Source: an optimization exercise on an open RTL-to-GDS flow (aim: small area, a short achievable clock period and few clock cycles per item). Production flows keep margins and buffers that such runs may drop. Only simulation tests tie the RTL to the original design; equivalence was not proved.

==> module aes_key_expand, before the edit <==
module aes_key_expand (
  input  logic            clk,
  input  logic            busy_i,
  input  aes_pkg::round_t round_i,
  input  aes_pkg::block_t key_i,
  output aes_pkg::block_t round_key_o
);
  aes_pkg::block_t key_q;
  aes_pkg::block_t w;       
  aes_pkg::block_t kin;     
  aes_pkg::word_t  sub_word;
  aes_pkg::word_t  t;
  aes_pkg::word_t  q0, q2;
  aes_pkg::byte_t  rc;
  assign w[127:96] = key_q[127:96];
  assign w[95:64]  = key_q[95:64] ^ key_q[127:96];
  assign w[63:32]  = key_q[63:32];
  assign w[31:0]   = key_q[31:0] ^ key_q[63:32];
  assign round_key_o = w;
  assign kin = busy_i ? w : key_i;
  assign rc  = busy_i ? aes_pkg::rcon_of(round_i + 4'd1) : 8'h01;
  aes_sbox_rom sb0 (.u(kin[23:16]), .s(sub_word[31:24]));
  aes_sbox_rom sb1 (.u(kin[15:8]),  .s(sub_word[23:16]));
  aes_sbox_rom sb2 (.u(kin[7:0]),   .s(sub_word[15:8]));
  aes_sbox_rom sb3 (.u(kin[31:24]), .s(sub_word[7:0]));
  assign t = sub_word ^ {rc, 24'h000000};
  aes_key_late_xor lx (
    .a_i(kin[127:96]), .b_i(kin[127:96] ^ kin[95:64] ^ kin[63:32]), .t_i(t), .a_o(q0), .b_o(q2)
  );
  always_ff @(posedge clk) begin
    key_q <= {q0, kin[95:64], q2, kin[31:0]};
  end
endmodule
Settings: LEC_CHECK=0, CAP_MARGIN=20, CORE_MARGIN=2, CORE_UTILIZATION=40, SETUP_SLACK_MARGIN=0.2, SLEW_MARGIN=20; clock period 6.0 ns.
standard.sh (not shown) runs the stock make flow with config.mk's settings and CLKGATE_MAP_FILE= SYNTH_SCRIPT=/design/flow/synth_recipe.tcl, a recipe that flattens the netlist after the stock synthesis.
==> flow/flow/run.sh <==
#!/bin/bash
# Own flow: the standard layout (standard.sh) with these changes:
# - synthesis maps the logic with the area-oriented ABC script
#   flow/map_area.abc in place of ORFS's speed script (the rest of the standard flow's
#   synthesis script synth_recipe.tcl is unchanged: registers, flattening and
#   renaming are the standard ones);
# - every input and output port still gets a buffer, a buf_1;
# - no half-adder extraction (ADDER_MAP_FILE empty): the S-box XOR/AND pairs stay separate gates.
# Each step's full log is under orfs/logs; make's output is in flow_make.log.
set -euo pipefail
W=$PWD
{
  # replace the -script of ORFS's ABC call, and drop its -D delay target
  echo "proc abc {args} {"
  echo "  set i [lsearch -exact \$args -script]"
  echo "  set a [lreplace \$args \$i [expr {\$i + 1}] -script {$W/flow/map_area.abc}]"
  echo "  set j [lsearch -exact \$a -D]"
  echo "  if {\$j >= 0} { set a [lreplace \$a \$j [expr {\$j + 1}]] }"
  echo "  yosys abc {*}\$a"
  echo "}"
  cat "$W/synth_recipe.tcl"
} > "$W/flow_synth.tcl"
bash "$W/standard.sh" SYNTH_SCRIPT="$W/flow_synth.tcl" \
  "BUFFER_PORTS_ARGS=-buffer_cell sky130_fd_sc_hd__buf_1" ADDER_MAP_FILE= finish > "$W/flow_make.log" 2>&1
==> flow/flow/map_area.abc <==
strash
&get -n
&st
&dch
&nf -R 1000
&put
topo
stime -c
buffer -c
upsize -c
dnsize -c
Testbench counts at the start, summed over its fixed seeds: cycles 3,528, blocks 320.
==> next run, changes <==
--- a/flow/design.v
+++ b/flow/design.v
@@ -83,7 +83,7 @@
   aes_pkg::byte_t  rc;
   assign w[127:96] = key_q[127:96];
   assign w[95:64]  = key_q[95:64] ^ key_q[127:96];
-  assign w[63:32]  = key_q[63:32];
+  assign w[63:32]  = key_q[63:32] ^ key_q[95:64];
   assign w[31:0]   = key_q[31:0] ^ key_q[63:32];
   assign round_key_o = w;
   assign kin = busy_i ? w : key_i;
@@ -94,10 +94,10 @@
   aes_sbox_rom sb3 (.u(kin[31:24]), .s(sub_word[7:0]));
   assign t = sub_word ^ {rc, 24'h000000};
   aes_key_late_xor lx (
-    .a_i(kin[127:96]), .b_i(kin[127:96] ^ kin[95:64] ^ kin[63:32]), .t_i(t), .a_o(q0), .b_o(q2)
+    .a_i(kin[127:96]), .b_i(kin[127:96] ^ kin[63:32]), .t_i(t), .a_o(q0), .b_o(q2)
   );
   always_ff @(posedge clk) begin
-    key_q <= {q0, kin[95:64], q2, kin[31:0]};
+    key_q <= {q0, kin[95:64], q2, kin[95:64] ^ kin[31:0]};
   end
 endmodule
 `default_nettype wire
Result: Wire length rises by about 0.5%. Count of clock-buffer cells in the layout came out higher by 5. Setup slack loses 0.067 ns. Critical path depth is unchanged. Non-clock buffer count goes up by 81. Hold slack improves by 0.054 ns.
Testbench counts after the change, summed over its fixed seeds: cycles 3,528, blocks 320.

## afterwards: timing with drivers on the ports
The flow's constraints put no driver on any port. The routed layouts listed below were extracted and timed again, unchanged, in two steps.
Step 1 sets driving cells, clkbuf_16 on the clock port and buf_2 on the other inputs (assumed; they add their load-dependent delay and slew).
Step 2, shift: input delay + t, output delay - t, t = (earliest + latest rising clock arrival at the registers) / 2. This alone moves slack from input paths to output paths.
Slacks: ideal / step 1 / step 2; pairs: ideal / step 1.
run | t (ns) | setup WS [ns] | worst setup path at the end
the first run | 0.631 | 0.412 / 0.412 / 0.036 | input to register
the second run | 0.639 | 0.345 / 0.345 / 0.149 | input to register
After both steps setup and hold are still met in every run listed. The setup slack of the first run, which loses most, moves by 0.000 ns with the drivers and by -0.376 ns with both steps.
